Background: an optimization exercise with open tools, aiming at small area. Do not read the settings as production practice.
The RTL was checked by simulation tests, not by an equivalence proof against the original design.
The clock cells of runs 5 to 7 come from the design's own scripts or RTL, not from TritonCTS.
The clock port is modelled as an ideal driver, which makes a skipped or thinned clock tree look cheaper than it is; a real chip needs a root buffer or a tree.
Power and IR drop assume default switching activity.

--- flow/run.sh ---
#!/bin/bash
# The standard layout (standard.sh), with these changes:
#  - synthesis maps the logic with an area-oriented ABC script (flow/abc.script,
#    run with a few seeds of its &deepsyn step, keeping the smallest result;
#    flow/synth.tcl is synth_recipe.tcl plus that one change), without the
#    platform's adder cells and the Kogge-Stone carry map;
#  - the port buffers are the smallest buffer cell;
#  - clock tree synthesis inserts no dummy loads.
set -euo pipefail
here=$(pwd)
export MY_ABC_SCRIPT=$here/flow/abc.script
export CTS_ARGS="-sink_clustering_enable -repair_clock_nets -buf_list sky130_fd_sc_hd__clkbuf_8 -dont_use_dummy_load"
export BUFFER_PORTS_ARGS="-buffer_cell sky130_fd_sc_hd__buf_1"
sed -e "s#SYNTH_SCRIPT=[^ ]*#SYNTH_SCRIPT=$here/flow/synth.tcl ADDER_MAP_FILE= SYNTH_OPERATIONS_ARGS=-nofsm#" standard.sh > own.sh
bash own.sh > own.log 2>&1
--- flow/abc.script ---
strash
&get -n
&deepsyn -T 20 -S @SEED@
&put
dch -f
amap -m -F 4 -A 8
--- flow/synth.tcl ---
# The standard flow's synthesis script (synth_recipe.tcl), with one change: the technology
# mapping is done by our own area-oriented ABC script (flow/abc.script), tried
# with a few random seeds of its &deepsyn step, keeping the smallest result.
proc synth {args} { yosys synth -nofsm -noshare {*}$args }
proc abc_area_now {} {
  set lib_args ""
  foreach lib $::env(LIB_FILES) { append lib_args "-liberty $lib " }
  set s [tee -q -s result.string stat {*}$lib_args]
  regexp {Chip area for module[^:]*: *([0-9.]+)} $s -> a
  return $a
}
proc abc {args} {
  set i [lsearch -exact $args -script]
  set fh [open $::env(MY_ABC_SCRIPT) r]
  set tmpl [read $fh]
  close $fh
  yosys design -save pre_abc
  set best -1
  foreach seed {0 1 2 3} {
    yosys design -load pre_abc
    set f $::env(RESULTS_DIR)/abc_seed$seed.script
    set fh [open $f w]
    puts $fh [string map [list @SEED@ $seed] $tmpl]
    close $fh
    set a2 [lreplace $args $i [expr {$i + 1}] -script $f]
    yosys abc {*}$a2
    set area [abc_area_now]
    puts "abc seed $seed: area $area"
    if { $best < 0 || $area < $best } {
      set best $area
      yosys design -save best_abc
    }
  }
  yosys design -load best_abc
  puts "abc: kept area $best"
}
source $::env(SCRIPTS_DIR)/synth.tcl
# left out here: clear keep_hierarchy, flatten, clean up, hide names made inside functions, write 1_2_yosys.v
--- standard.sh ---
#!/bin/bash
# synth_recipe.tcl (not shown) runs the flow's synth.tcl, then flattens the netlist and writes it again
# the make line also repeats each setting of config.mk as NAME=value (left out here)
make -C /OpenROAD-flow-scripts/flow DESIGN_CONFIG=/design/flow/config.mk WORK_HOME=/design/flow/orfs CLKGATE_MAP_FILE= SYNTH_SCRIPT=/design/flow/synth_recipe.tcl "${@:-finish}"
--- config.mk ---
export PLATFORM = sky130hd
export DESIGN_NAME = calendar_time_add_minutes
export DESIGN_NICKNAME = calendar_time_add_minutes
export VERILOG_FILES = /design/flow/design.v
export SDC_FILE = /design/flow/constraint.sdc
export NUM_CORES = 4
export LEC_CHECK = 0
export CAP_MARGIN = 20
export CORE_MARGIN = 2
export CORE_UTILIZATION = 40
export SLEW_MARGIN = 20
--- constraint.sdc ---
create_clock -name core_clock -period 10.0 [get_ports {clk}]
set_input_delay 2.0000 -clock core_clock [delete_from_list [all_inputs] [get_ports {clk}]]
set_output_delay 2.0000 -clock core_clock [all_outputs]
set_load 0.01 [all_outputs]
--- design.v ---
`default_nettype none
package cta_pkg;
    localparam int DAY_W    = 5;
    localparam int MONTH_W  = 4;
    localparam int YEAR_W   = 16;
    localparam int HOUR_W   = 5;
    localparam int MINUTE_W = 6;
    localparam int ADD_W    = 16;
    localparam logic [MINUTE_W-1:0] RESET_MINUTE = 6'd0;
    localparam logic [HOUR_W-1:0]   RESET_HOUR   = 5'd0;
    localparam logic [DAY_W-1:0]    RESET_DAY    = 5'd1;
    localparam logic [MONTH_W-1:0]  RESET_MONTH  = 4'd1;
    localparam logic [YEAR_W-1:0]   RESET_YEAR   = 16'd2000;
    localparam logic                RESET_Y25    = 1'b1;    
    localparam logic REQ_LOAD = 1'b0;
    localparam logic REQ_ADD  = 1'b1;
endpackage
`default_nettype wire
`default_nettype none
import cta_pkg::*;
module calendar_time_add_minutes #(
    parameter int MAX_ADD_MINUTES = 65535
) (
    input  wire logic                     clk,
    input  wire logic                     rst_n,
    input  wire logic                     cmd_valid,
    output wire logic                     cmd_ready,
    input  wire logic                     cmd_req_type,
    input  wire logic [cta_pkg::ADD_W-1:0]    cmd_add_minutes,
    input  wire logic [cta_pkg::DAY_W-1:0]    cmd_load_day,
    input  wire logic [cta_pkg::MONTH_W-1:0]  cmd_load_month,
    input  wire logic [cta_pkg::YEAR_W-1:0]   cmd_load_year,
    input  wire logic [cta_pkg::HOUR_W-1:0]   cmd_load_hour,
    input  wire logic [cta_pkg::MINUTE_W-1:0] cmd_load_minute,
    output wire logic                     rsp_valid,
    input  wire logic                     rsp_ready,
    output wire logic [cta_pkg::DAY_W-1:0]    rsp_out_day,
    output wire logic [cta_pkg::MONTH_W-1:0]  rsp_out_month,
    output wire logic [cta_pkg::YEAR_W-1:0]   rsp_out_year,
    output wire logic [cta_pkg::HOUR_W-1:0]   rsp_out_hour,
    output wire logic [cta_pkg::MINUTE_W-1:0] rsp_out_minute,
    output wire logic                     rsp_leap_flag,
    output wire logic [cta_pkg::DAY_W-1:0]    rsp_month_length
);
    logic [5:0]  min_q;
    logic [4:0]  hour_q;
    logic [4:0]  day_q;
    logic [3:0]  mon_q;
    logic [15:0] year_q;
    logic [4:0]  yres_q;      
    logic        y25_q;       
    logic        yc_q;        
    logic [8:0]  cnt_q;
    logic        rsp_valid_q;
    logic        work, is_add;
    logic        leap;
    logic [4:0]  mlen;
    assign leap = (year_q[1:0] == 2'd0) && (!y25_q || (year_q[3:2] == 2'd0));
    always_comb
    begin
        case (mon_q)
            4'd2:                      mlen = leap ? 5'd29 : 5'd28;
            4'd4, 4'd6, 4'd9, 4'd11:   mlen = 5'd30;
            default:                   mlen = 5'd31;
        endcase
    end
    logic [2:0] pass;
    logic [2:0] lsb;          
    logic       pulse;        
    logic       ok;           
    logic [3:0] bi;           
    logic [1:0] fld;          
    logic       rot, fin, op;
    assign work   = cmd_valid && !rsp_valid_q;
    assign is_add = (cmd_req_type == REQ_ADD);
    assign pass   = cnt_q[8:6];
    always_comb
    begin
        pulse = 1'b1;
        if (cnt_q[0])      lsb = 3'd0;
        else if (cnt_q[1]) lsb = 3'd1;
        else if (cnt_q[2]) lsb = 3'd2;
        else if (cnt_q[3]) lsb = 3'd3;
        else if (cnt_q[4]) lsb = 3'd4;
        else if (cnt_q[5]) lsb = 3'd5;
        else
        begin
            lsb   = 3'd0;
            pulse = 1'b0;
        end
    end
    always_comb
    begin
        ok  = 1'b0;
        bi  = 4'd0;
        fld = 2'd0;
        case ({pass, lsb})
            {3'd0, 3'd0}: begin ok = 1'b1; bi = 4'd5; fld = 2'd0; end
            {3'd0, 3'd1}: begin ok = 1'b1; bi = 4'd4; fld = 2'd0; end
            {3'd0, 3'd2}: begin ok = 1'b1; bi = 4'd3; fld = 2'd0; end
            {3'd0, 3'd3}: begin ok = 1'b1; bi = 4'd2; fld = 2'd0; end
            {3'd0, 3'd4}: begin ok = 1'b1; bi = 4'd1; fld = 2'd0; end
            {3'd0, 3'd5}: begin ok = 1'b1; bi = 4'd0; fld = 2'd0; end
            {3'd1, 3'd0}: begin ok = 1'b1; bi = 4'd9; fld = 2'd0; end
            {3'd1, 3'd1}: begin ok = 1'b1; bi = 4'd8; fld = 2'd0; end
            {3'd1, 3'd2}: begin ok = 1'b1; bi = 4'd7; fld = 2'd0; end
            {3'd1, 3'd3}: begin ok = 1'b1; bi = 4'd6; fld = 2'd0; end
            {3'd1, 3'd4}: begin ok = 1'b1; bi = 4'd7; fld = 2'd1; end
            {3'd1, 3'd5}: begin ok = 1'b1; bi = 4'd6; fld = 2'd1; end
            {3'd2, 3'd0}: begin ok = 1'b1; bi = 4'd11; fld = 2'd1; end
            {3'd2, 3'd1}: begin ok = 1'b1; bi = 4'd10; fld = 2'd1; end
            {3'd2, 3'd2}: begin ok = 1'b1; bi = 4'd9; fld = 2'd1; end
            {3'd2, 3'd3}: begin ok = 1'b1; bi = 4'd8; fld = 2'd1; end
            {3'd2, 3'd4}: begin ok = 1'b1; bi = 4'd11; fld = 2'd1; end
            {3'd2, 3'd5}: begin ok = 1'b1; bi = 4'd10; fld = 2'd1; end
            {3'd3, 3'd0}: begin ok = 1'b1; bi = 4'd13; fld = 2'd0; end
            {3'd3, 3'd1}: begin ok = 1'b1; bi = 4'd12; fld = 2'd0; end
            {3'd3, 3'd2}: begin ok = 1'b1; bi = 4'd11; fld = 2'd0; end
            {3'd3, 3'd3}: begin ok = 1'b1; bi = 4'd10; fld = 2'd0; end
            {3'd3, 3'd4}: begin ok = 1'b1; bi = 4'd12; fld = 2'd2; end
            {3'd3, 3'd5}: begin ok = 1'b1; bi = 4'd13; fld = 2'd2; end
            {3'd4, 3'd0}: begin ok = 1'b1; bi = 4'd14; fld = 2'd1; end
            {3'd4, 3'd1}: begin ok = 1'b1; bi = 4'd12; fld = 2'd1; end
            {3'd4, 3'd2}: begin ok = 1'b1; bi = 4'd14; fld = 2'd2; end
            {3'd4, 3'd3}: begin ok = 1'b1; bi = 4'd12; fld = 2'd1; end
            {3'd4, 3'd4}: begin ok = 1'b1; bi = 4'd13; fld = 2'd2; end
            {3'd4, 3'd5}: begin ok = 1'b1; bi = 4'd14; fld = 2'd1; end
            {3'd5, 3'd0}: begin ok = 1'b1; bi = 4'd15; fld = 2'd1; end
            {3'd5, 3'd1}: begin ok = 1'b1; bi = 4'd13; fld = 2'd1; end
            {3'd5, 3'd2}: begin ok = 1'b1; bi = 4'd15; fld = 2'd0; end
            {3'd5, 3'd3}: begin ok = 1'b1; bi = 4'd14; fld = 2'd0; end
            {3'd5, 3'd4}: begin ok = 1'b1; bi = 4'd13; fld = 2'd2; end
            {3'd5, 3'd5}: begin ok = 1'b1; bi = 4'd14; fld = 2'd2; end
            {3'd6, 3'd0}: begin ok = 1'b1; bi = 4'd15; fld = 2'd1; end
            {3'd6, 3'd1}: begin ok = 1'b1; bi = 4'd15; fld = 2'd2; end
            {3'd6, 3'd3}: begin ok = 1'b1; bi = 4'd15; fld = 2'd2; end
            {3'd6, 3'd4}: begin ok = 1'b1; bi = 4'd15; fld = 2'd1; end
            {3'd6, 3'd5}: begin ok = 1'b1; bi = 4'd14; fld = 2'd2; end
            default: begin ok = 1'b0; bi = 4'd0; fld = 2'd0; end
        endcase
    end
    assign rot       = (pass == 3'd7) && !cnt_q[4];
    assign fin       = (pass == 3'd7) && cnt_q[4];
    assign op        = is_add && pulse && ok && cmd_add_minutes[bi];
    assign cmd_ready = work && fin;
    logic inc_m, inc_h, inc_d, inc_mo, inc_y;
    assign inc_m  = work && op && (fld == 2'd0);
    assign inc_h  = (work && op && (fld == 2'd1)) || (inc_m && (min_q == 6'd59));
    assign inc_d  = (work && op && (fld == 2'd2)) || (inc_h && (hour_q == 5'd23));
    assign inc_mo = inc_d && (day_q == mlen);
    assign inc_y  = inc_mo && (mon_q == 4'd12);
    logic       sbit;
    logic [4:0] r0, rh;
    logic [4:0] rn;
    assign sbit = is_add ? (year_q[0] ^ yc_q) : cmd_load_year[cnt_q[3:0]];
    always_comb
    begin
        r0 = yres_q;
        rh = r0[0] ? 5'((6'(r0) + 6'd25) >> 1) : (r0 >> 1);
        rn = (rh == 5'd24 && sbit) ? 5'd0 : rh + 5'(sbit);
    end
    logic [3:0] lmon;
    logic [4:0] lday;
    logic       load;
    assign load = work && !is_add;
    always_comb
    begin
        if (cmd_load_month == 4'd0)
            lmon = 4'd1;
        else if (cmd_load_month > 4'd12)
            lmon = 4'd12;
        else
            lmon = cmd_load_month;
        if (cmd_load_day == 5'd0)
            lday = 5'd1;
        else if (cmd_load_day > mlen)
            lday = mlen;
        else
            lday = cmd_load_day;
    end
    always_ff @(posedge clk or negedge rst_n)
    begin
        if (!rst_n)
        begin
            min_q       <= RESET_MINUTE;
            hour_q      <= RESET_HOUR;
            day_q       <= RESET_DAY;
            mon_q       <= RESET_MONTH;
            rsp_valid_q <= 1'b0;
        end
        else
        begin
            if (load)
            begin
                min_q  <= (cmd_load_minute > 6'd59) ? 6'd59 : cmd_load_minute;
                hour_q <= (cmd_load_hour > 5'd23) ? 5'd23 : cmd_load_hour;
                mon_q  <= lmon;
                if (fin)
                    day_q <= lday;
            end
            else
            begin
                if (inc_m)
                    min_q <= (min_q == 6'd59) ? 6'd0 : min_q + 6'd1;
                if (inc_h)
                    hour_q <= (hour_q == 5'd23) ? 5'd0 : hour_q + 5'd1;
                if (inc_d)
                    day_q <= (day_q == mlen) ? 5'd1 : day_q + 5'd1;
                if (inc_mo)
                    mon_q <= (mon_q == 4'd12) ? 4'd1 : mon_q + 4'd1;
            end
            if (cmd_ready)
                rsp_valid_q <= 1'b1;
            else if (rsp_ready)
                rsp_valid_q <= 1'b0;
        end
    end
    always_ff @(posedge clk)
    begin
        if (!work || fin)
            cnt_q <= '0;
        else
            cnt_q <= cnt_q + 9'd1;
        yres_q <= rot ? rn : 5'd0;
        if (!work)
            yc_q <= 1'b0;
        else if (rot)
            yc_q <= year_q[0] & yc_q;
        else if (inc_y)
            yc_q <= 1'b1;
    end
    always_ff @(posedge clk or negedge rst_n)
    begin
        if (!rst_n)
        begin
            year_q <= RESET_YEAR;
            y25_q  <= RESET_Y25;
        end
        else if (work && rot)
        begin
            year_q <= {sbit, year_q[15:1]};
            if (cnt_q[3:0] == 4'd15)
                y25_q <= (rn == 5'd0);
        end
    end
    assign rsp_valid        = rsp_valid_q;
    assign rsp_out_day      = day_q;
    assign rsp_out_month    = mon_q;
    assign rsp_out_year     = year_q;
    assign rsp_out_hour     = hour_q;
    assign rsp_out_minute   = min_q;
    assign rsp_leap_flag    = leap;
    assign rsp_month_length = {{3{rsp_valid_q}}, mlen[1:0]};
endmodule
`default_nettype wire
==> impl_metrics.json, run 1 <==
{
  "area_growth_pct": 19.26,
  "cp-end-kind": "flip-flop",
  "wl_um": 7400,
  "die-height_um": 88.53,
  "antennaDiodeCount": 0,
  "avgSynthCellArea_um2": 8.142,
  "overflow": 0,
  "final_common_cell": "buf_1",
  "synth_edf_count": 0,
  "hp-class": "flip-flop to flip-flop",
  "place_congestion": 0.8804,
  "layout_common_cells": "buf_1 (99), clkinv_1 (57), nor2_1 (53)",
  "hp-start": "y25_q",
  "r2r_start": "cnt_q[1]",
  "fin_hold_ws_ns": 0.4897,
  "cts_resized": 0,
  "r2r_end": "mon_q[2]",
  "wire_per_inst_um": 13.45,
  "drtIter0Drc": 156,
  "cp-start-kind": "flip-flop",
  "grt_first_pass_wirelength_um": 12070,
  "rows": 30,
  "tightest_slew_ns": 0.9961,
  "finalSetupTns_ns": 0,
  "worst_hold_path.num_cells": 2,
  "cts_sinks": 53,
  "die_x_um": 88.53,
  "initial_core_util_pct": 41.60,
  "top_usage_layer": "met2",
  "antenna_found_initial": 0,
  "ys_seq_area_share_pct": 44.18,
  "rrSetupSlack_ns": 4.44,
  "cts_setup_buffers": 0,
  "cp_max_fo": 8,
  "maxClockFrequency_ghz": 0.1799,
  "path_clk_slew_ns": 0.11,
  "synth-seq-cells": 53,
  "vias": 2919,
  "ant_nets": 0,
  "dieArea_um2": 7837,
  "p_leak_nw": 1.186,
  "finalClockSkew_ns": 0.02832,
  "drc_errors": 0,
  "dpl.hpwl_um": 5758,
  "synth_cell_type_count": 34,
  "relSlewSlack_pct": 33.35,
  "port-buffer-count": 100,
  "ys_warn_count": 1,
  "critical_path_class": "flip-flop to flip-flop",
  "final_core_utilization_pct": 49.62,
  "whs_endpoint": "y25_q",
  "grt_max_degree": 39,
  "synthArstFlopShare_pct": 71.70,
  "firstDrtPassIters": 4,
  "p_per_area_nw_per_um2": 122.3,
  "drt-vias-per-instance": 5.307,
  "rsz0062_at_grt": "no",
  "setup_viol": 0,
  "clkLatencyLatePin_ns": 0.32,
  "fill_cells": 730,
  "ir_drop_v": 0.00007764,
  "clk_path_buf_depth": 2,
  "track_usage_pct": 19.53,
  "hold_violations": 0,
  "slew_violations": 0,
  "worst_ep_required_time_ns": 10.20,
  "period_share_pct": 55.58,
  "numCtsBuffers": 5,
  "grtUsageMet1_pct": 25.81,
  "synth_flop_cell": "dfrtp_1",
  "drv_cap": 0,
  "groute.layer.met3.usage_pct": 3.825,
  "core_um2": 6869,
  "post-route-min-period_ns": 5.558,
  "synth_cells": 351,
  "hold_buffers": 0,
  "first_global_vias": 2714,
  "nNetsFinal": 513,
  "htreeDepth": 2,
  "worst_r2r_path_depth": 27,
  "crit_arrival_ns": 5.76,
  "status": "no timing/DRC/antenna violations",
  "cts_tree": "yes",
  "synth_area_um2": 2858,
  "grt_use_met2_pct": 33.22,
  "layout-drive-gt1-share_pct": 3.524,
  "clock_tree.root_cell": "clkbuf_8",
  "io_pins": 101
}
-- metrics by stage --
stage | setup WS [ns] | cells | total power [mW] | instance area, um2
after floorplan | 5.647 | 351 | 0.2787 | 2858
after global placement | 4.656 | 545 | 0.3100 | 3339
after detailed placement | 4.549 | 545 | 0.3099 | 3339
after CTS | 4.502 | 550 | 0.4222 | 3408
after global routing | 3.721 | 550 | 0.4387 | 3408
final | 4.442 | 550 | 0.4169 | 3408
-- report_power, final --
group,leakage [nW],internal (mW),switching (mW)
sequential,0.590,0.224,0.0112
clock,0.0359,0.0454,0.0661
combinational,0.560,0.0265,0.0434
-- cells by family (layout without fill, tap and decap cells) --
| kind of cell | Yosys count | in the layout | synth area share [%] |
|---|---|---|---|
| simple gates | 110 | 110 | 16.77 |
| buf+inv | 60 | 163 | 8.275 |
| compound gates | 128 | 128 | 30.78 |
| flops | 53 | 53 | 44.18 |
-- worst max path at each step --
| stage | startpoint | endpoint | slack [ns] | depth (start not counted) |
|---|---|---|---|---|
| CTS | cnt_q[1] | mon_q[2] | 4.50 | 27 |
| global route | cnt_q[1] | mon_q[2] | 3.72 | 27 |
| floorplan | cnt_q[1] | mon_q[2] | 5.65 | 27 |
| detailed placement | cnt_q[1] | mon_q[2] | 4.55 | 27 |
| finish | cnt_q[1] | mon_q[2] | 4.44 | 27 |
| global placement | cnt_q[1] | mon_q[2] | 4.66 | 27 |
-- cell usage after synthesis, types with 2 or more instances --
master	count	area [um2]
clkinv_1	57	214.0
nor2_1	53	198.9
dfrtp_1	29	725.7
o21ai_0	27	135.1
nand2_1	23	86.33
o22a_1	18	157.7
a21oi_1	16	80.08
o22ai_1	16	100.1
dfxtp_1	15	300.3
a211oi_1	12	90.09
nor3_1	11	55.05
nand3_1	10	50.05
dfstp_2	9	236.5
a31oi_1	7	43.79
o32ai_1	7	61.31
o21a_1	5	37.54
o221ai_1	5	43.79
a221oi_1	3	26.28
a222oi_1	3	30.03
buf_4	3	22.52
nor2b_1	3	18.77
a22oi_1	2	15.01
and3_1	2	12.51
nand4_1	2	12.51
nor4b_1	2	17.52
o211ai_1	2	15.01
o311ai_0	2	17.52
-- layer usage --
| layer | vias up | share of wire [%] |
|---|---|---|
| met5 | - | 0 |
| met4 | 0 | 0.88 |
| met3 | 8 | 5.0 |
| met2 | 76 | 48 |
| met1 | 1341 | 46 |
| li1 | 1494 | - |
-- state kept, by name, summed over array words and instances (netlist names) --
| register | cells |
|---|---|
| cnt_q | 9 |
| day_q | 5 |
| hour_q | 5 |
| min_q | 6 |
| mon_q | 4 |
| rsp_valid_q | 1 |
| y25_q | 1 |
| yc_q | 1 |
| year_q | 16 |
| yres_q | 5 |
-- critical path: stages, from the launching register on --
cell and delay [ns]:
dfxtp_1 0.39, nor2_1 0.19, clkinv_1 0.24, nor3_1 0.49, clkinv_1 0.24, o21a_1 0.25, a31oi_1 0.22, clkinv_1 0.15
o32ai_1 0.54, nor2_1 0.15, clkinv_1 0.12, a22oi_1 0.09, a21oi_1 0.15, a211oi_1 0.08, o21ai_0 0.16, o211ai_1 0.15
a211oi_1 0.38, and3_1 0.27, nand2_1 0.08, clkinv_1 0.07, nand3_1 0.10, o21ai_0 0.13, nand2_1 0.12, clkinv_1 0.08
nand2_1 0.08, nor2_1 0.22, nor2_1 0.07, a221oi_1 0.26
-- area by class of cell --
class	instances	area [um2]	area share [%]
Multi-Input combinational cell	238	1359	39.87
Clock buffer	5	68.82	2.019
Timing Repair Buffer	101	384.1	11.27
Sequential cell	53	1262	37.04
Tap cell	96	120.1	3.524
Inverter	57	214.0	6.278
==> inputs of run 2 (changes only) <==
--- a/design.v
+++ b/design.v
@@ -183,2 +183,11 @@
         if (!rst_n)
+            rsp_valid_q <= 1'b0;
+        else if (cmd_ready)
+            rsp_valid_q <= 1'b1;
+        else if (rsp_ready)
+            rsp_valid_q <= 1'b0;
+    end
+    always_ff @(posedge clk)
+    begin
+        if (!rst_n)
         begin
@@ -188,3 +197,2 @@
             mon_q       <= RESET_MONTH;
-            rsp_valid_q <= 1'b0;
         end
@@ -211,6 +219,2 @@
             end
-            if (cmd_ready)
-                rsp_valid_q <= 1'b1;
-            else if (rsp_ready)
-                rsp_valid_q <= 1'b0;
         end
@@ -231,3 +235,3 @@
     end
-    always_ff @(posedge clk or negedge rst_n)
+    always_ff @(posedge clk)
     begin
@@ -252,3 +256,3 @@
     assign rsp_leap_flag    = leap;
-    assign rsp_month_length = {{3{rsp_valid_q}}, mlen[1:0]};
+    assign rsp_month_length = mlen;
 endmodule
--- a/flow/run.sh
+++ b/flow/run.sh
@@ -3,3 +3,3 @@
 #  - synthesis maps the logic with an area-oriented ABC script (flow/abc.script,
-#    run with a few seeds of its &deepsyn step, keeping the smallest result;
+#    run with eight seeds of its &deepsyn step, keeping the smallest result;
 #    flow/synth.tcl is synth_recipe.tcl plus that one change), without the
--- a/flow/synth.tcl
+++ b/flow/synth.tcl
@@ -18,3 +18,3 @@
   set best -1
-  foreach seed {0 1 2 3} {
+  foreach seed {0 1 2 3 4 5 6 7} {
     yosys design -load pre_abc
--- a/config.mk
+++ b/config.mk
@@ -9,3 +9,3 @@
 export CORE_MARGIN = 2
-export CORE_UTILIZATION = 40
+export CORE_UTILIZATION = 60
 export SLEW_MARGIN = 20
==> run 2 against run 1 <==
Register-to-register slack lost 0.19 ns. Critical path type unchanged. Core utilization grew 24 points. Maximum frequency shrank 3.4%. Flip-flop and latch count is the same. Cell count shrank 3.6%. Sequential share of layout area shrank 4.2 points. Combinational power shrank 22%. Critical endpoint is now mon_q[3]. Die area shrank 34%. Via count grew 5.6%. Critical path depth shrank 4. Count of clock-buffer cells in the layout is the same. Design area shrank 4.8%. Still clean.
==> impl_metrics.json, run 2 <==
{
  "status": "no timing/DRC/antenna violations",
  "fin_hold_ws_ns": 0.4520,
  "largest_reg_flops": 16,
  "numCtsBuffers": 5,
  "die_x_um": 71.86,
  "port-buffer-count": 97,
  "vias": 3082,
  "tightest_slew_ns": 0.7394,
  "critical_path_class": "flip-flop to flip-flop",
  "cts_tree": "yes",
  "synth_edf_count": 0,
  "track_usage_pct": 28.34,
  "finalSetupTns_ns": 0,
  "dieArea_um2": 5163,
  "ys_seq_area_share_pct": 38.59,
  "layout-drive-gt1-share_pct": 1.046,
  "grt_use_met2_pct": 45.88,
  "fin_area_um2": 3246,
  "first_global_vias": 2774,
  "synth.most_common_cell": "clkinv_1",
  "drc_errors": 0,
  "synth_cells": 377,
  "synthArstFlopShare_pct": 1.887,
  "synth_area_leaders": "dfxtp_1 (38%), clkinv_1 (9.4%), nor2_1 (9.1%)",
  "layout_common_cells": "buf_1 (97), clkinv_1 (69), nor2_1 (67)",
  "rows": 24,
  "hold_violations": 0,
  "whs_endpoint": "year_q[3]",
  "fill_cells": 396,
  "path_clk_slew_ns": 0.09,
  "ir_drop_v": 0.0001051,
  "p_sw_mw": 0.1013,
  "worst_r2r_path_depth": 23,
  "r2r_start": "cnt_q[0]",
  "clock_tree.root_cell": "clkbuf_8",
  "worst_ep_required_time_ns": 10.20,
  "yosysTopAreaCell": "dfxtp_1",
  "core_um2": 4384,
  "cp-end-kind": "flip-flop",
  "io_pins": 101,
  "ant_nets": 0,
  "cts_sinks": 53,
  "p_clk_share_pct": 28.3,
  "reg.largest.list": "year_q x16, cnt_q x9, min_q x6",
  "p_leak_nw": 1.024,
  "post-route-min-period_ns": 5.753,
  "drt-vias-per-instance": 5.815,
  "antennaDiodeCount": 0,
  "cts_resized": 0,
  "clkLatencyLatePin_ns": 0.31,
  "overflow": 0,
  "fin_ws_ns": 4.247,
  "hp-class": "flip-flop to flip-flop",
  "placed_cell_area_um2": 3177,
  "grt_first_pass_wirelength_um": 11720,
  "wl_um": 6921,
  "final_common_cell": "buf_1",
  "area_growth_pct": 17.48,
  "r2r_end": "mon_q[3]",
  "p_total_mw": 0.3832,
  "antenna_found_initial": 0,
  "cts_setup_buffers": 0,
  "p_per_area_nw_per_um2": 118.1,
  "cp-start-kind": "flip-flop",
  "place_ws_ns": 4.376,
  "drtIter0Drc": 299,
  "finalClockSkew_ns": 0.01990,
  "firstDrtPassIters": 6,
  "grt_max_degree": 17,
  "setup_viol": 0,
  "period_share_pct": 57.53,
  "ys_warn_count": 1,
  "synth_area_um2": 2763,
  "crit_arrival_ns": 5.95,
  "drv_cap": 0,
  "dpl.cell_count": 525,
  "dpl.hpwl_um": 5375,
  "top_register": "year_q",
  "top_usage_layer": "met2",
  "avgSynthCellArea_um2": 7.328,
  "hold_buffers": 0,
  "maxClockFrequency_ghz": 0.1738,
  "synth-seq-cells": 53,
  "hp-start": "year_q[4]",
  "final_core_utilization_pct": 74.03,
  "wire_per_inst_um": 13.06,
  "slew_violations": 0,
  "internal_power_mw": 0.2819,
  "rrSetupSlack_ns": 4.25,
  "die-height_um": 71.86,
  "grtUsageMet1_pct": 36.09,
  "relSlewSlack_pct": 50.28,
  "synth_flop_cell": "dfxtp_1",
  "nNetsFinal": 537,
  "rsz0062_at_grt": "no",
  "comb_power_share_pct": 14.3,
  "synth_cell_type_count": 40,
  "synthTopCellsByCount": "clkinv_1 (69), nor2_1 (67), dfxtp_1 (52)",
  "worst_hold_path.num_cells": 2,
  "synth_top_area_share_pct": 37.68,
  "groute.layer.met3.usage_pct": 6.329,
  "p_seq_share_pct": 57.4,
  "initial_core_util_pct": 63.01,
  "htreeDepth": 2,
  "clk_path_buf_depth": 2,
  "swShare_pct": 26.44,
  "place_congestion": 0.9672,
  "final_cells": 530,
  "cp_max_fo": 9
}
-- run 2: changes by cell type in the layout (fill, tap and decap cells not counted), sizes merged, moves of 5 or more --
cell and delta:
a211oi -6, a21oi -5, clkinv +12, dfrtp -28
dfstp -9, dfxtp +37, nor2 +14, nor3 +8
o21ai -7, o22a -6, o22ai +8
-- run 2: metal layers --
layer | share of wire [%] | routed length (um) | vias up
met5 | 0 | 0 | -
met4 | 2.0 | 141 | 0
met1 | 43 | 3002 | 1362
met2 | 46 | 3188 | 145
li1 | - | - | 1558
met3 | 8.5 | 589 | 17
-- run 2: cell type report --
class	instances	area (um2)	share of cell area (%)
clock buffer	5	68.82	2.120
inverter	69	259.0	7.980
multi-input combinational	254	1423	43.83
sequential	53	1066	32.84
tap	52	65.06	2.005
timing repair buffer	97	364.1	11.22
-- run 2: critical path, stage by stage, from the launching register on --
cell and delay, ns:
dfxtp_1 0.36, nor2_1 0.26, clkinv_1 0.29, nor3_1 0.52, a221oi_1 0.23, o31ai_1 0.70
clkinv_1 0.33, o21ai_0 0.23, o22ai_1 0.09, o21ai_0 0.10, o2111ai_1 0.12, a31oi_1 0.27
clkinv_1 0.13, nor2_1 0.09, o21ai_0 0.10, nor2_1 0.18, and2_0 0.22, nand2_1 0.09
clkinv_1 0.07, a32oi_1 0.15, nand2b_1 0.24, nor4_1 0.43, o21ai_0 0.18, o32ai_1 0.25
-- run 2: worst max-delay path by stage --
stage | startpoint | to | slack [ns] | depth (start not counted)
after floorplan | cnt_q[0] | mon_q[3] | 5.25 | 23
after global placement | cnt_q[0] | mon_q[3] | 4.71 | 23
after detailed placement | cnt_q[0] | mon_q[3] | 4.38 | 23
after CTS | cnt_q[0] | mon_q[3] | 4.33 | 23
after global routing | cnt_q[0] | mon_q[3] | 3.47 | 23
final | cnt_q[0] | mon_q[3] | 4.25 | 23
-- run 2: kinds of logic after synthesis --
family          share of synthesized area, %
compound gates                         30.89
buf+inv                                10.19
flops                                  38.59
other cells                           0.1357
simple gates                           20.20
-- run 2: power by group through the flow --
stage               Clock (mW)  Combinational, mW  Sequential [mW]
floorplan                    0             0.0335            0.226
global placement             0             0.0529            0.224
detailed placement           0             0.0540            0.225
CTS                      0.113             0.0542            0.220
global route             0.121             0.0619            0.221
finish                   0.109             0.0548            0.220
==> inputs of run 3 (changes only) <==
--- a/config.mk
+++ b/config.mk
@@ -9,3 +9,3 @@
 export CORE_MARGIN = 2
-export CORE_UTILIZATION = 60
+export CORE_UTILIZATION = 40
 export SLEW_MARGIN = 20
==> run 3 against run 2 <==
Still clean. Clock skew down 0.0061 ns. Global-route usage down 8.7 points. Die area up 47%. Total power down 0.52%. First-iteration DRC count down 67%. Critical path depth up 2. Combinational power down 9.7%. Flip-flop and latch count unchanged. Core utilization down 25 points.
==> impl_metrics.json, run 3 <==
{
  "clkLatencyLatePin_ns": 0.30,
  "groute.layer.met3.usage_pct": 3.507,
  "yosysTopAreaCell": "dfxtp_1",
  "fin_ws_ns": 4.075,
  "clock_tree.root_cell": "clkbuf_8",
  "synthArstFlopShare_pct": 1.887,
  "ys_warn_count": 1,
  "period_share_pct": 59.25,
  "top_usage_layer": "met2",
  "synth_area_leaders": "dfxtp_1 (38%), clkinv_1 (10%), nor2_1 (9.8%)",
  "synth_area_um2": 2758,
  "antenna_found_initial": 0,
  "numCtsBuffers": 5,
  "rsz0062_at_grt": "no",
  "place_ws_ns": 3.850,
  "synth.most_common_cell": "clkinv_1",
  "die_x_um": 87.03,
  "dpl.hpwl_um": 5864,
  "wl_um": 7323,
  "final_common_cell": "buf_1",
  "regArea_um2": 1066,
  "cp-end-kind": "flip-flop",
  "place_congestion": 0.8785,
  "critical_path_class": "primary input to flip-flop",
  "avgSynthCellArea_um2": 7.144,
  "cts_resized": 0,
  "layout_common_cells": "buf_1 (97), clkinv_1 (77), nor2_1 (72)",
  "maxClockFrequency_ghz": 0.1688,
  "relSlewSlack_pct": 60.27,
  "worst_ep_required_time_ns": 10.23,
  "rows": 30,
  "grt_use_met2_pct": 32.82,
  "finalSetupTns_ns": 0,
  "slew_violations": 0,
  "hold_buffers": 0,
  "setup_viol": 0,
  "finalClockSkew_ns": 0.01383,
  "largest_reg_flops": 16,
  "reg.largest.list": "year_q x16, cnt_q x9, min_q x6",
  "p_leak_nw": 1.037,
  "vias": 3024,
  "status": "no timing/DRC/antenna violations",
  "p_per_area_nw_per_um2": 116.4,
  "tightest_slew_ns": 0.5883,
  "antennaDiodeCount": 0,
  "placed_cell_area_um2": 3207,
  "synth_top_area_share_pct": 37.75,
  "cp_max_fo": 4,
  "synth_edf_count": 0,
  "synth_cells": 386,
  "synth_cell_type_count": 39,
  "die-height_um": 87.03,
  "top_register": "year_q",
  "ys_seq_area_share_pct": 38.66,
  "wire_per_inst_um": 12.92,
  "clk_path_buf_depth": 2,
  "multi_input_area_um2": 1388,
  "drc_errors": 0,
  "overflow": 0,
  "fill_cells": 712,
  "fin_area_um2": 3276,
  "path_clk_slew_ns": 0.09,
  "ir_drop_v": 0.00006381,
  "hp-class": "flip-flop to flip-flop",
  "synth_flop_cell": "dfxtp_1",
  "cp-start-kind": "primary input",
  "cts_sinks": 53,
  "synth-seq-cells": 53,
  "dieArea_um2": 7574,
  "firstDrtPassIters": 5,
  "cts_setup_buffers": 0,
  "fin_hold_ws_ns": 0.4819,
  "htreeDepth": 2,
  "first_global_vias": 2724,
  "initial_core_util_pct": 41.04,
  "drv_cap": 0,
  "cts_tree": "yes",
  "drt-vias-per-instance": 5.333,
  "ant_nets": 0,
  "grt_max_degree": 17,
  "io_pins": 101,
  "hold_violations": 0,
  "layout-drive-gt1-share_pct": 1.027,
  "area_growth_pct": 18.78,
  "post-route-min-period_ns": 5.925,
  "grtUsageMet1_pct": 26.14,
  "crit_arrival_ns": 6.15,
  "nNetsFinal": 546,
  "synthTopCellsByCount": "clkinv_1 (77), nor2_1 (72), dfxtp_1 (52)",
  "grt_first_pass_wirelength_um": 12050,
  "port-buffer-count": 97,
  "drtIter0Drc": 100,
  "core_um2": 6719,
  "track_usage_pct": 19.64
}
run 3: logic make-up after synthesis:
group	share of synthesized area (%)
and+or+nand+nor	20.33
AOI/OAI and AO/OA	29.58
other	0.1360
DFF	38.66
buffers and inverters	11.30
run 3: cell type report:
class | count | share of cell area [%]
Clock buffer | 5 | 2.101
Sequential cell | 53 | 32.54
Multi-Input combinational cell | 255 | 42.36
Timing Repair Buffer | 97 | 11.12
Inverter | 77 | 8.824
Tap cell | 80 | 3.056
run 3: per-stage QoR:
stage / total power, mW / utilization (%) / std cells
after floorplan: 0.2553 / - / 388
after detailed placement: 0.2750 / 47.73 / 562
final: 0.3812 / 48.75 / 567
after CTS: 0.3857 / 48.75 / 567
after global routing: 0.4000 / 48.75 / 567
after global placement: 0.2751 / 47.73 / 562
run 3: critical path, stage by stage:
cell	delay, ns
buf_1	0.07
clkinv_1	0.05
o21ai_0	0.16
a211oi_1	0.08
nor3_1	0.20
nor3b_1	0.08
nor4b_1	0.31
o21ai_0	0.18
nor2b_1	0.16
nor2b_1	0.20
clkinv_1	0.10
nor3_1	0.27
nand4_1	0.16
nor2_1	0.11
o21ai_0	0.12
nor2_1	0.18
and2_0	0.23
nand2_1	0.12
nor2_1	0.18
a21oi_1	0.12
nand2b_1	0.19
nor2_1	0.23
a22oi_1	0.13
or4_1	0.46
o21ai_0	0.08
run 3: worst paths after layout:
path | to | slack [ns] | depth (start not counted) | from
setup / recovery | mon_q[2] | 4.07 | 25 | cmd_add_minutes[5]
hold / removal | year_q[11] | 0.48 | 2 | year_q[12]
setup reg to reg | mon_q[2] | 4.65 | 27 | cnt_q[3]
hold reg to reg | year_q[11] | 0.48 | 2 | year_q[12]
max in group asynchronous | rsp_valid_q | 8.10 | 1 | rst_n
min in group asynchronous | rsp_valid_q | 1.61 | 1 | rst_n
run 3: report_power, final:
part	internal, mW	switching [mW]	total [mW]
Sequential	0.216	0.00523	0.221
Combinational	0.0184	0.0311	0.0495
Clock	0.0454	0.0655	0.111
Total	0.279	0.102	0.381
run 3: per-layer routing:
layer	wire length [um]	vias to the layer above
li1	-	1564
met1	3513	1345
met2	3276	108
met3	444	7
met4	89	0
met5	0	-
==> inputs of run 4 (changes only) <==
--- a/flow/run.sh
+++ b/flow/run.sh
@@ -11,3 +11,3 @@
 export MY_ABC_SCRIPT=$here/flow/abc.script
-export CTS_ARGS="-sink_clustering_enable -repair_clock_nets -buf_list sky130_fd_sc_hd__clkbuf_8 -dont_use_dummy_load"
+export CTS_ARGS="-sink_clustering_enable -repair_clock_nets -buf_list sky130_fd_sc_hd__clkbuf_16 -root_buf sky130_fd_sc_hd__clkbuf_16 -sink_clustering_size 60 -sink_clustering_max_diameter 400 -sink_buffer_max_cap_derate 1.0 -dont_use_dummy_load"
 export BUFFER_PORTS_ARGS="-buffer_cell sky130_fd_sc_hd__buf_1"
==> run 4 against run 3 <==
Critical endpoint unchanged. Synthesized area did not move. Non-clock buffer count did not move. Register-to-register slack got worse by 0.02 ns. Synthesized cell count did not move. Maximum frequency fell by 0.67%. Clock power rose by 42%. Sequential power barely moved. Sequential share of layout area fell by 0.55 points. Still clean. Largest cell class unchanged. Core utilization rose by 0.84 points. First-iteration DRC count rose by 19%. Global-route usage rose by 0.16 points. Total power rose by 12%.
==> impl_metrics.json, run 4 <==
{
  "final_core_utilization_pct": 49.59,
  "place_congestion": 0.8785,
  "cp_slowest_cell": "or4_1",
  "cts_sinks": 53,
  "p_seq_share_pct": 51.6,
  "comb_power_share_pct": 11.5,
  "antenna_found_initial": 0,
  "die-height_um": 87.03,
  "post-route-min-period_ns": 5.966,
  "cp-end-kind": "flip-flop",
  "reg.largest.list": "year_q x16, cnt_q x9, min_q x6",
  "hold_violations": 0,
  "setup_viol": 0,
  "slew_violations": 0,
  "yosysTopAreaCell": "dfxtp_1",
  "cts_setup_buffers": 0,
  "hp-class": "flip-flop to flip-flop",
  "final_cells": 567,
  "synth_flop_cell": "dfxtp_1",
  "ant_nets": 0,
  "swShare_pct": 24.70,
  "first_global_vias": 2777,
  "vias": 3032,
  "r2r_end": "mon_q[2]",
  "status": "no timing/DRC/antenna violations",
  "r2r_start": "cnt_q[3]",
  "dieArea_um2": 7574,
  "drtIter0Drc": 119,
  "relSlewSlack_pct": 60.20,
  "synth_cell_type_count": 39,
  "drt-vias-per-instance": 5.347,
  "fin_ws_ns": 4.034,
  "placed_cell_area_um2": 3207,
  "cts_tree": "yes",
  "drc_errors": 0,
  "die_x_um": 87.03,
  "internal_power_mw": 0.3229,
  "ir_drop_v": 0.00006220,
  "synth-seq-cells": 53,
  "io_pins": 101,
  "rrSetupSlack_ns": 4.63,
  "cpPeakStageDelay_ns": 0.46,
  "p_per_area_nw_per_um2": 128.7,
  "crit_arrival_ns": 6.17,
  "finalClockSkew_ns": 0.008761,
  "worst_ep_required_time_ns": 10.21,
  "synth_cells": 386,
  "place_ws_ns": 3.850,
  "synthArstFlopShare_pct": 1.887,
  "dpl.hpwl_um": 5864,
  "p_leak_nw": 1.062,
  "clkLatencyLatePin_ns": 0.29,
  "maxClockFrequency_ghz": 0.1676,
  "drv_cap": 0,
  "critical_path_class": "primary input to flip-flop",
  "area_growth_pct": 20.83,
  "antennaDiodeCount": 0,
  "layout_common_cells": "buf_1 (97), clkinv_1 (77), nor2_1 (72)",
  "fin_area_um2": 3332,
  "overflow": 0,
  "synth.most_common_cell": "clkinv_1",
  "rsz0062_at_grt": "no",
  "initial_core_util_pct": 41.04,
  "finalSetupTns_ns": 0,
  "worst_hold_path.num_cells": 2,
  "synth_area_um2": 2758,
  "hp-start": "year_q[12]",
  "port-buffer-count": 97,
  "layout-drive-gt1-share_pct": 1.027,
  "wire_per_inst_um": 13.04,
  "ys_warn_count": 1,
  "cp-start-kind": "primary input",
  "regArea_um2": 1066,
  "path_clk_slew_ns": 0.07,
  "final_common_cell": "buf_1",
  "firstDrtPassIters": 5,
  "grt_first_pass_wirelength_um": 12150,
  "largest_reg_flops": 16,
  "clock_tree.root_cell": "clkbuf_16",
  "track_usage_pct": 19.80,
  "synth_edf_count": 0,
  "dpl.cell_count": 562,
  "tightest_slew_ns": 0.5894,
  "core_um2": 6719,
  "htreeDepth": 2,
  "worst_r2r_path_depth": 27,
  "ys_seq_area_share_pct": 38.66,
  "numCtsBuffers": 5,
  "startpoint": "cmd_add_minutes[5]",
  "avgSynthCellArea_um2": 7.144,
  "whs_endpoint": "year_q[11]",
  "synth_area_leaders": "dfxtp_1 (38%), clkinv_1 (10%), nor2_1 (9.8%)",
  "cp_max_fo": 4,
  "multi_input_area_um2": 1388,
  "wl_um": 7395,
  "fill_cells": 709,
  "fin_hold_ws_ns": 0.4780,
  "nNetsFinal": 546,
  "synthTopCellsByCount": "clkinv_1 (77), nor2_1 (72), dfxtp_1 (52)",
  "p_sw_mw": 0.1059,
  "synth_top_area_share_pct": 37.75,
  "cts_resized": 0,
  "grt_max_degree": 17,
  "hold_buffers": 0,
  "rows": 30,
  "p_total_mw": 0.4288,
  "top_register": "year_q",
  "period_share_pct": 59.66,
  "p_clk_share_pct": 36.9,
  "clk_path_buf_depth": 2
}
==> run 4: cell types whose count changed in the layout (fill, tap and decap cells not counted) <==
cell,delta
clkbuf_16,+5
clkbuf_8,-5
==> run 4: worst max-delay path by stage <==
stage	slack (ns)	to
after floorplan	4.48	mon_q[2]
after global placement	4.05	mon_q[2]
after detailed placement	3.85	mon_q[2]
after CTS	4.10	mon_q[2]
after global routing	3.56	mon_q[3]
final	4.03	mon_q[2]
==> run 4: metal layers <==
metal,GRT usage [%],up-vias,part of all wire [%]
li1,-,1563,-
met1,26.39,1351,48
met2,32.82,109,45
met3,2.654,9,5.7
met4,6.818,0,1.1
met5,0,-,0
==> run 4: area by class of cell <==
| cell class | count | area share, % |
|---|---|---|
| Multi-Input combinational cell | 255 | 41.64 |
| Inverter | 77 | 8.674 |
| Sequential cell | 53 | 31.99 |
| Timing Repair Buffer | 97 | 10.93 |
| Clock buffer | 5 | 3.755 |
| Tap cell | 80 | 3.004 |
==> run 4: cells by family after synthesis <==
family / share of synthesized area [%]
flip-flops: 38.66
AO/OA/AOI/OAI: 29.58
other: 0.1360
buffers and inverters: 11.30
AND/OR/NAND/NOR: 20.33
==> run 4: worst max-delay path, delay by kind of cell <==
kind / cells / cell delay [ns]
buffers and inverters: 3 / 0.22
AO/OA/AOI/OAI: 7 / 0.86
AND/OR/NAND/NOR: 15 / 3.07
==> run 4: power groups by stage <==
stage / Clock [mW] / Sequential (mW) / Combinational, mW
CTS: 0.163 / 0.221 / 0.0495
detailed placement: 0 / 0.226 / 0.0493
finish: 0.158 / 0.221 / 0.0495
global route: 0.171 / 0.222 / 0.0560
floorplan: 0 / 0.226 / 0.0290
global placement: 0 / 0.226 / 0.0493
==> inputs of run 5 (changes only) <==
--- a/flow/run.sh
+++ b/flow/run.sh
@@ -7,3 +7,4 @@
 #  - the port buffers are the smallest buffer cell;
-#  - clock tree synthesis inserts no dummy loads.
+#  - the clock reaches the flip-flops through one clkbuf_16 (flow/pre_cts.tcl)
+#    instead of a clock tree.
 set -euo pipefail
@@ -11,3 +12,3 @@
 export MY_ABC_SCRIPT=$here/flow/abc.script
-export CTS_ARGS="-sink_clustering_enable -repair_clock_nets -buf_list sky130_fd_sc_hd__clkbuf_16 -root_buf sky130_fd_sc_hd__clkbuf_16 -sink_clustering_size 60 -sink_clustering_max_diameter 400 -sink_buffer_max_cap_derate 1.0 -dont_use_dummy_load"
+export PRE_CTS_TCL=$here/flow/pre_cts.tcl
 export BUFFER_PORTS_ARGS="-buffer_cell sky130_fd_sc_hd__buf_1"
==> flow/pre_cts.tcl (new file) <==
# Clock distribution for this small design: the clock port drives 4
# clkbuf_8 buffers directly, each driving the clock pins of one group of
# flip-flops (the flip-flops split by position: halves by x, then by y),
# in place of the clock tree that clock_tree_synthesis would build.
# Sourced by ORFS's cts.tcl (PRE_CTS_TCL) before its clock_tree_synthesis
# call, which it then turns into a no-op; the rest of cts.tcl (placement
# legalisation, timing repair) runs as usual.
set block [ord::get_db_block]
set clk_net [$block findNet clk]
set master [[ord::get_db] findMaster sky130_fd_sc_hd__clkbuf_8]
set pins {}
foreach it [$clk_net getITerms] {
  set loc [[$it getInst] getLocation]
  lappend pins [list $it [lindex $loc 0] [lindex $loc 1]]
}
proc split_by { items idx } {
  set s [lsort -integer -index $idx $items]
  set h [expr {[llength $s] / 2}]
  return [list [lrange $s 0 [expr {$h - 1}]] [lrange $s $h end]]
}
set groups [list $pins]
if { 4 >= 2 } { set groups [split_by $pins 1] }
if { 4 >= 4 } {
  set g {}
  foreach grp $groups { foreach h [split_by $grp 2] { lappend g $h } }
  set groups $g
}
set k 0
foreach grp $groups {
  set buf [odb::dbInst_create $block $master clkbuf_leaf_$k]
  set net [odb::dbNet_create $block clknet_leaf_$k]
  $net setSigType CLOCK
  set xs 0
  set ys 0
  foreach p $grp {
    lassign $p it x y
    incr xs $x
    incr ys $y
    $it disconnect
    $it connect $net
  }
  [$buf findITerm A] connect $clk_net
  [$buf findITerm X] connect $net
  set n [llength $grp]
  $buf setLocation [expr {$xs / $n}] [expr {$ys / $n}]
  $buf setPlacementStatus PLACED
  puts "pre_cts: clkbuf_leaf_$k drives $n clock pins"
  incr k
}
rename clock_tree_synthesis orfs_clock_tree_synthesis
proc clock_tree_synthesis { args } {
  puts "clock_tree_synthesis skipped: clock buffered by pre_cts.tcl"
}
==> run 5 against run 4 <==
Still clean on timing, DRC and antenna. Clock skew increased by 0.0031 ns. Maximum frequency decreased by 2.0%. Total power fell by 15%. Routed wire length is 1.2% lower. Core utilization down 1.0 points. Clock power decreased by 42%. Design area shrank 2.1%. Critical endpoint unchanged. Highest routed layer unchanged.
==> impl_metrics.json, run 5 <==
{
  "status": "no timing/DRC/antenna violations",
  "ant_nets": 0,
  "critical_path_class": "primary input to flip-flop",
  "drc_errors": 0,
  "synth_edf_count": 0,
  "internal_power_mw": 0.2709,
  "worst_ep_required_time_ns": 10.07,
  "cp-start-kind": "primary input",
  "wl_um": 7308,
  "drtIter0Drc": 103,
  "clkLatencyLatePin_ns": 0.15,
  "cts_resized": 0,
  "cp-end-kind": "flip-flop",
  "yosysTopAreaCell": "dfxtp_1",
  "synth_cell_type_count": 39,
  "final_cells": 566,
  "nNetsFinal": 545,
  "port-buffer-count": 97,
  "dpl.hpwl_um": 5864,
  "placed_cell_area_um2": 3207,
  "wire_per_inst_um": 12.91,
  "area_growth_pct": 18.28,
  "die_x_um": 87.03,
  "ys_warn_count": 1,
  "p_clk_share_pct": 25.4,
  "antennaDiodeCount": 0,
  "path_clk_slew_ns": 0.09,
  "avgSynthCellArea_um2": 7.144,
  "whs_endpoint": "year_q[11]",
  "setup_viol": 0,
  "drv_cap": 0,
  "fill_cells": 715,
  "rows": 30,
  "maxClockFrequency_ghz": 0.1642,
  "track_usage_pct": 18.71,
  "synth_top_area_share_pct": 37.75,
  "relSlewSlack_pct": 60.45,
  "fin_area_um2": 3262,
  "final_common_cell": "buf_1",
  "r2r_end": "mon_q[2]",
  "crit_arrival_ns": 6.16,
  "slew_violations": 0,
  "synth_cells": 386,
  "grt_first_pass_wirelength_um": 11970,
  "vias": 3000,
  "post-route-min-period_ns": 6.090,
  "firstDrtPassIters": 5,
  "worst_hold_path.num_cells": 2,
  "synthTopCellsByCount": "clkinv_1 (77), nor2_1 (72), dfxtp_1 (52)",
  "finalSetupTns_ns": 0,
  "swShare_pct": 25.27,
  "synth_area_um2": 2758,
  "finalClockSkew_ns": 0.01187,
  "met2WireLength_um": 3252,
  "synth_flop_cell": "dfxtp_1",
  "top_register": "year_q",
  "ir_drop_v": 0.00006149,
  "dieArea_um2": 7574,
  "hold_violations": 0,
  "drt-vias-per-instance": 5.300,
  "ys_seq_area_share_pct": 38.66,
  "synth.most_common_cell": "clkinv_1",
  "wl_met3_um": 487,
  "period_share_pct": 60.90,
  "initial_core_util_pct": 41.04,
  "first_global_vias": 2703,
  "overflow": 0,
  "cp_slowest_cell": "or4_1",
  "p_total_mw": 0.3625,
  "cp_max_fo": 4,
  "core_um2": 6719,
  "comb_power_share_pct": 13.7,
  "cpPeakStageDelay_ns": 0.46,
  "place_congestion": 0.8785,
  "p_leak_nw": 1.029,
  "layout_common_cells": "buf_1 (97), clkinv_1 (77), nor2_1 (72)",
  "final_core_utilization_pct": 48.55,
  "tightest_slew_ns": 0.5856,
  "dpl.cell_count": 562,
  "hp-class": "flip-flop to flip-flop",
  "p_per_area_nw_per_um2": 111.1,
  "synthArstFlopShare_pct": 1.887,
  "regArea_um2": 1066,
  "grt_max_degree": 17,
  "p_sw_mw": 0.09159,
  "die-height_um": 87.03,
  "largest_reg_flops": 16,
  "io_pins": 101,
  "worst_r2r_path_depth": 27,
  "wl_met1_um": 3498,
  "routed.top_layer": "met4",
  "cts_setup_buffers": 0,
  "hp-start": "year_q[12]",
  "p_seq_share_pct": 60.9,
  "r2r_start": "cnt_q[3]",
  "rrSetupSlack_ns": 4.63,
  "rsz0062_at_grt": "no",
  "antenna_found_initial": 0,
  "multi_input_area_um2": 1388,
  "hold_buffers": 0,
  "synth_area_leaders": "dfxtp_1 (38%), clkinv_1 (10%), nor2_1 (9.8%)",
  "synth-seq-cells": 53,
  "reg.largest.list": "year_q x16, cnt_q x9, min_q x6",
  "layout-drive-gt1-share_pct": 0.8230
}
## run 5: cell counts after synthesis
Identical to the previous run, type by type.
## run 5: routing by layer
metal	track usage [%]	vias up
met4	1.705	0
met3	1.611	5
met5	0	-
li1	-	1563
met1	26.20	1330
met2	32.48	102
## run 5: power by group through the flow
stage	clock, mW	sequential (mW)	combinational (mW)
after floorplan	0	0.226	0.0290
after global placement	0	0.226	0.0493
after detailed placement	0	0.226	0.0493
after CTS	0.0684	0.226	0.0495
after global routing	0.102	0.222	0.0559
final	0.0921	0.221	0.0495
## run 5: area by class of cell
cell class,instances,share of cell area (%)
multi-input cells,255,42.54
flip-flops and latches,53,32.68
repair buffers,97,11.16
inverters,77,8.861
well taps,80,3.069
plain buffers,4,1.688
## run 5: stage by stage
stage                     hold WS, ns  setup WS (ns)
after global placement         0.4599          4.048
after CTS                      0.4704          3.810
after floorplan                0.4435          4.479
after global routing           0.5001          3.435
final                          0.4796          3.910
after detailed placement       0.4681          3.850
## run 5: worst max path at each step
stage                                   from  endpoint  slack, ns  cells after the start
final                     cmd_add_minutes[5]  mon_q[2]       3.91                     25
after global routing      cmd_add_minutes[1]  mon_q[2]       3.43                     25
after CTS                 cmd_add_minutes[5]  mon_q[2]       3.81                     25
after detailed placement  cmd_add_minutes[5]  mon_q[2]       3.85                     25
after global placement    cmd_add_minutes[5]  mon_q[2]       4.05                     25
after floorplan           cmd_add_minutes[0]  mon_q[2]       4.48                     24
## run 5: critical path, delay by kind of cell
family | cells | cell delay [ns]
AND/OR/NAND/NOR | 15 | 3.10
AO/OA/AOI/OAI | 7 | 0.87
buffers and inverters | 3 | 0.22
## run 5: logic make-up (layout without fill, tap and decap cells)
logic type | after synthesis | after routing | synth area share [%]
AND/OR/NAND/NOR | 130 | 130 | 20.33
AO/OA/AOI/OAI | 122 | 122 | 29.58
buffers and inverters | 80 | 178 | 11.30
flip-flops | 53 | 53 | 38.66
other | 1 | 3 | 0.1360
==> inputs of run 6 (changes only) <==
--- a/flow/run.sh
+++ b/flow/run.sh
@@ -7,4 +7,5 @@
 #  - the port buffers are the smallest buffer cell;
-#  - the clock reaches the flip-flops through one clkbuf_16 (flow/pre_cts.tcl)
-#    instead of a clock tree.
+#  - the clock port drives four clkbuf_8, each feeding a quarter of the
+#    flip-flops (flow/pre_cts.tcl), in place of the clock tree synthesis;
+#    the rest of the flow is unchanged.
 set -euo pipefail
==> run 6 against run 5 <==
Routed wire length did not move. Highest routed layer unchanged. Synthesized area did not move. Global-route usage did not move. Flip-flop and latch count did not move. Core utilization did not move. Still clean.
==> impl_metrics.json, run 6 <==
{
  "layout_common_cells": "buf_1 (97), clkinv_1 (77), nor2_1 (72)",
  "cts_setup_buffers": 0,
  "final_common_cell": "buf_1",
  "drv_cap": 0,
  "area_growth_pct": 18.28,
  "firstDrtPassIters": 5,
  "fin_hold_ws_ns": 0.4796,
  "first_global_vias": 2703,
  "synth_area_leaders": "dfxtp_1 (38%), clkinv_1 (10%), nor2_1 (9.8%)",
  "layout-drive-gt1-share_pct": 0.8230,
  "synth-seq-cells": 53,
  "setup_viol": 0,
  "drc_errors": 0,
  "hold_violations": 0,
  "period_share_pct": 60.90,
  "overflow": 0,
  "wire_per_inst_um": 12.91,
  "synth_top_area_share_pct": 37.75,
  "fill_cells": 715,
  "p_seq_share_pct": 60.9,
  "ys_seq_area_share_pct": 38.66,
  "antenna_found_initial": 0,
  "initial_core_util_pct": 41.04,
  "p_total_mw": 0.3625,
  "comb_power_share_pct": 13.7,
  "top_register": "year_q",
  "p_leak_nw": 1.029,
  "cp-end-kind": "flip-flop",
  "finalSetupTns_ns": 0,
  "synth_edf_count": 0,
  "ys_warn_count": 1,
  "place_ws_ns": 3.850,
  "synth.most_common_cell": "clkinv_1",
  "status": "no timing/DRC/antenna violations",
  "cts_resized": 0,
  "hold_buffers": 0,
  "nNetsFinal": 545,
  "die_x_um": 87.03,
  "drt-vias-per-instance": 5.300,
  "grt_max_degree": 17,
  "finalClockSkew_ns": 0.01187,
  "largest_reg_flops": 16,
  "dieArea_um2": 7574,
  "swShare_pct": 25.27,
  "dpl.hpwl_um": 5864,
  "critical_path_class": "primary input to flip-flop",
  "crit_arrival_ns": 6.16,
  "final_core_utilization_pct": 48.55,
  "synth_area_um2": 2758,
  "relSlewSlack_pct": 60.45,
  "core_um2": 6719,
  "rows": 30,
  "yosysTopAreaCell": "dfxtp_1",
  "synth_cells": 386,
  "cp-start-kind": "primary input",
  "fin_ws_ns": 3.910,
  "avgSynthCellArea_um2": 7.144,
  "cp_max_fo": 4,
  "grt_first_pass_wirelength_um": 11970,
  "synthTopCellsByCount": "clkinv_1 (77), nor2_1 (72), dfxtp_1 (52)",
  "synth_cell_type_count": 39,
  "io_pins": 101,
  "synthArstFlopShare_pct": 1.887,
  "path_clk_slew_ns": 0.09,
  "wl_um": 7308,
  "ir_drop_v": 0.00006149,
  "p_clk_share_pct": 25.4,
  "track_usage_pct": 18.71,
  "rsz0062_at_grt": "no",
  "worst_ep_required_time_ns": 10.07,
  "internal_power_mw": 0.2709,
  "drtIter0Drc": 103,
  "post-route-min-period_ns": 6.090,
  "p_per_area_nw_per_um2": 111.1,
  "hp-class": "flip-flop to flip-flop",
  "reg.largest.list": "year_q x16, cnt_q x9, min_q x6",
  "synth_flop_cell": "dfxtp_1",
  "ant_nets": 0,
  "port-buffer-count": 97,
  "place_congestion": 0.8785,
  "tightest_slew_ns": 0.5856,
  "maxClockFrequency_ghz": 0.1642,
  "antennaDiodeCount": 0,
  "p_sw_mw": 0.09159,
  "vias": 3000,
  "slew_violations": 0,
  "clkLatencyLatePin_ns": 0.15,
  "die-height_um": 87.03
}
run 6: through the flow:
step | instances | instance area (um2)
CTS | 566 | 3262
global placement | 562 | 3207
detailed placement | 562 | 3207
finish | 566 | 3262
global route | 566 | 3262
floorplan | 388 | 2765
run 6: kinds of logic after synthesis:
family / Yosys count / synth area share (%)
other: 1 / 0.1360
AOI/OAI and AO/OA: 122 / 29.58
DFF: 53 / 38.66
buffers and inverters: 80 / 11.30
and+or+nand+nor: 130 / 20.33
run 6: final timing paths:
kind / startpoint / end / slack [ns] / cells past startpoint
worst max-delay path: cmd_add_minutes[5] / mon_q[2] / 3.91 / 25
worst min-delay path: year_q[12] / year_q[11] / 0.48 / 2
worst max register to register: cnt_q[3] / mon_q[2] / 4.63 / 27
worst min register to register: year_q[12] / year_q[11] / 0.48 / 2
max in group asynchronous: rst_n / rsp_valid_q / 7.97 / 1
min in group asynchronous: rst_n / rsp_valid_q / 1.75 / 1
run 6: critical path, stage by stage:
cell	delay [ns]
buf_1	0.07
clkinv_1	0.05
o21ai_0	0.16
a211oi_1	0.08
nor3_1	0.20
nor3b_1	0.08
nor4b_1	0.31
o21ai_0	0.18
nor2b_1	0.16
nor2b_1	0.20
clkinv_1	0.10
nor3_1	0.27
nand4_1	0.16
nor2_1	0.11
o21ai_0	0.12
nor2_1	0.18
and2_0	0.24
nand2_1	0.12
nor2_1	0.18
a21oi_1	0.12
nand2b_1	0.19
nor2_1	0.24
a22oi_1	0.13
or4_1	0.46
o21ai_0	0.08
run 6: power groups by stage:
| stage | registers [mW] | logic, mW | clock network [mW] |
|---|---|---|---|
| global placement | 0.226 | 0.0493 | 0 |
| detailed placement | 0.226 | 0.0493 | 0 |
| CTS | 0.226 | 0.0495 | 0.0684 |
| finish | 0.221 | 0.0495 | 0.0921 |
| floorplan | 0.226 | 0.0290 | 0 |
| global route | 0.222 | 0.0559 | 0.102 |
run 6: layer usage:
metal / part of all wire [%] / GRT usage, %
met5: 0 / 0
met4: 0.96 / 1.705
met1: 48 / 26.20
met2: 44 / 32.48
met3: 6.7 / 1.611
run 6: final cells by class:
class | count | area [um2] | area share (%)
Buffer | 4 | 55.05 | 1.688
Inverter | 77 | 289.0 | 8.861
Multi-Input combinational cell | 255 | 1388 | 42.54
Sequential cell | 53 | 1066 | 32.68
Tap cell | 80 | 100.1 | 3.069
Timing Repair Buffer | 97 | 364.1 | 11.16
==> inputs of run 7 (changes only) <==
--- a/flow/run.sh
+++ b/flow/run.sh
@@ -7,5 +7,4 @@
 #  - the port buffers are the smallest buffer cell;
-#  - the clock port drives four clkbuf_8, each feeding a quarter of the
-#    flip-flops (flow/pre_cts.tcl), in place of the clock tree synthesis;
-#    the rest of the flow is unchanged.
+#  - the clock reaches the flip-flops through one clkbuf_16 (flow/pre_cts.tcl)
+#    instead of a clock tree.
 set -euo pipefail
--- a/flow/pre_cts.tcl
+++ b/flow/pre_cts.tcl
@@ -1,3 +1,3 @@
-# Clock distribution for this small design: the clock port drives 4
-# clkbuf_8 buffers directly, each driving the clock pins of one group of
+# Clock distribution for this small design: the clock port drives 2
+# clkbuf_16 buffers directly, each driving the clock pins of one group of
 # flip-flops (the flip-flops split by position: halves by x, then by y),
@@ -9,3 +9,3 @@
 set clk_net [$block findNet clk]
-set master [[ord::get_db] findMaster sky130_fd_sc_hd__clkbuf_8]
+set master [[ord::get_db] findMaster sky130_fd_sc_hd__clkbuf_16]
 set pins {}
@@ -21,4 +21,4 @@
 set groups [list $pins]
-if { 4 >= 2 } { set groups [split_by $pins 1] }
-if { 4 >= 4 } {
+if { 2 >= 2 } { set groups [split_by $pins 1] }
+if { 2 >= 4 } {
   set g {}
==> run 7 against run 6 <==
Critical path type unchanged. Synthesized cell count is the same. Critical path depth is the same. Total power grew 0.27%. Largest cell class unchanged. Clock skew grew 0.0010 ns.
==> impl_metrics.json, run 7 <==
{
  "slew_violations": 0,
  "hp-class": "flip-flop to flip-flop",
  "wl_met1_um": 3482,
  "critical_path.top_delay_family": "simple AND/OR/NAND/NOR gates",
  "vias": 3014,
  "ant_nets": 0,
  "synth_area_um2": 2758,
  "setup_viol": 0,
  "hold_violations": 0,
  "die-height_um": 87.03,
  "antennaDiodeCount": 0,
  "grt_first_pass_wirelength_um": 11960,
  "initial_core_util_pct": 41.04,
  "reg.largest.list": "year_q x16, cnt_q x9, min_q x6",
  "worst_hold_path.num_cells": 2,
  "core_um2": 6719,
  "ys_warn_count": 1,
  "p_leak_nw": 1.025,
  "wire_per_inst_um": 12.88,
  "avgSynthCellArea_um2": 7.144,
  "cp_slowest_cell": "or4_1",
  "fill_cells": 713,
  "first_global_vias": 2693,
  "fin_hold_ws_ns": 0.4822,
  "critical_path_class": "primary input to flip-flop",
  "clkLatencyLatePin_ns": 0.17,
  "fin_ws_ns": 3.944,
  "drv_cap": 0,
  "top_register": "year_q",
  "crit_buf_inv": 3,
  "overflow": 0,
  "cpPeakStageDelay_ns": 0.46,
  "hold_buffers": 0,
  "synth-seq-cells": 53,
  "die_x_um": 87.03,
  "rsz0062_at_grt": "no",
  "worst_r2r_path_depth": 27,
  "maxClockFrequency_ghz": 0.1651,
  "cts_resized": 0,
  "firstDrtPassIters": 4,
  "tightest_slew_ns": 0.5893,
  "grt_max_degree": 28,
  "cp.depth": 25,
  "path_clk_slew_ns": 0.11,
  "comb_power_share_pct": 13.6,
  "p_sw_mw": 0.09226,
  "drc_errors": 0,
  "status": "no timing/DRC/antenna violations",
  "antenna_found_initial": 0,
  "routed.top_layer": "met4",
  "worst_ep_required_time_ns": 10.10,
  "dpl.hpwl_um": 5864,
  "place_congestion": 0.8785,
  "finalClockSkew_ns": 0.01287,
  "ir_drop_v": 0.00008839,
  "post-route-min-period_ns": 6.056,
  "p_seq_share_pct": 60.8,
  "layout_common_cells": "buf_1 (97), clkinv_1 (77), nor2_1 (72)",
  "wl_met3_um": 434,
  "synthTopCellsByCount": "clkinv_1 (77), nor2_1 (72), dfxtp_1 (52)",
  "crit_arrival_ns": 6.15,
  "p_per_area_nw_per_um2": 111.6,
  "synth_area_leaders": "dfxtp_1 (38%), clkinv_1 (10%), nor2_1 (9.8%)",
  "synth.most_common_cell": "clkinv_1",
  "track_usage_pct": 18.65,
  "synth_cell_type_count": 39,
  "synth_cells": 386,
  "place_ws_ns": 3.850,
  "final_common_cell": "buf_1",
  "swShare_pct": 25.38,
  "synth_edf_count": 0,
  "finalSetupTns_ns": 0,
  "synthArstFlopShare_pct": 1.887,
  "io_pins": 101,
  "area_growth_pct": 18.10,
  "wl_um": 7267,
  "cp-start-kind": "primary input",
  "synth_flop_cell": "dfxtp_1",
  "ys_seq_area_share_pct": 38.66,
  "period_share_pct": 60.56,
  "cts_setup_buffers": 0,
  "placed_cell_area_um2": 3207,
  "cp_max_fo": 4,
  "p_total_mw": 0.3635,
  "synth_top_area_share_pct": 37.75,
  "drtIter0Drc": 108,
  "p_clk_share_pct": 25.6,
  "port-buffer-count": 97,
  "internal_power_mw": 0.2712,
  "met2WireLength_um": 3269,
  "dieArea_um2": 7574,
  "rows": 30,
  "cp-end-kind": "flip-flop",
  "layout-drive-gt1-share_pct": 0.4132,
  "nNetsFinal": 543,
  "drt-vias-per-instance": 5.344,
  "relSlewSlack_pct": 60.20,
  "fin_area_um2": 3257,
  "largest_reg_flops": 16,
  "yosysTopAreaCell": "dfxtp_1"
}
## run 7: worst reg2reg max path, stage by stage, from the launching register on
cell,delay (ns)
dfxtp_1,0.36
nor2_1,0.29
clkinv_1,0.16
nor2_1,0.14
a311oi_1,0.08
nor3_1,0.32
a211oi_1,0.15
nor3_1,0.20
nor3b_1,0.08
nor4b_1,0.30
o21ai_0,0.18
nor2b_1,0.16
nor2b_1,0.20
clkinv_1,0.10
nor3_1,0.27
nand4_1,0.16
nor2_1,0.11
o21ai_0,0.12
nor2_1,0.18
and2_0,0.23
nand2_1,0.11
nor2_1,0.18
a21oi_1,0.12
nand2b_1,0.19
nor2_1,0.23
a22oi_1,0.13
or4_1,0.46
o21ai_0,0.08
## run 7: final cells by class
cell class / count / area, um2 / share of cell area [%]
sequential: 53 / 1066 / 32.73
tap: 80 / 100.1 / 3.073
inverter: 77 / 289.0 / 8.874
buffer: 2 / 50.05 / 1.537
multi-input combinational: 255 / 1388 / 42.60
timing repair buffer: 97 / 364.1 / 11.18
## run 7: cells by family (layout without fill, tap and decap cells)
family          after synthesis  in the layout  share of synthesized area, %
simple gates                130            130                         20.33
compound gates              122            122                         29.58
buf+inv                      80            176                         11.30
flops                        53             53                         38.66
other cells                   1              3                        0.1360
## run 7: per-layer routing
layer / track usage (%) / up-vias
met4: 1.420 / 0
li1: - / 1558
met3: 1.137 / 8
met2: 33.10 / 109
met1: 25.90 / 1339
met5: 0 / -
## run 7: power groups by stage
stage	logic [mW]	clock network, mW	registers (mW)
finish	0.0496	0.0929	0.221
global route	0.0559	0.103	0.222
CTS	0.0495	0.0682	0.226
detailed placement	0.0493	0	0.226
global placement	0.0493	0	0.226
floorplan	0.0290	0	0.226
## run 7: final timing paths
kind                                    start           to  slack, ns
min in group asynchronous               rst_n  rsp_valid_q       1.74
max in group asynchronous               rst_n  rsp_valid_q       7.97
setup / recovery           cmd_add_minutes[5]     mon_q[2]       3.94
hold / removal                     year_q[12]   year_q[11]       0.48
hold reg to reg                    year_q[12]   year_q[11]       0.48
setup reg to reg                     cnt_q[3]     mon_q[2]       4.65
## run 7: per-stage QoR
stage,cells,util [%]
after global placement,562,47.73
after detailed placement,562,47.73
after CTS,564,48.47
after floorplan,388,-
after global routing,564,48.47
final,564,48.47
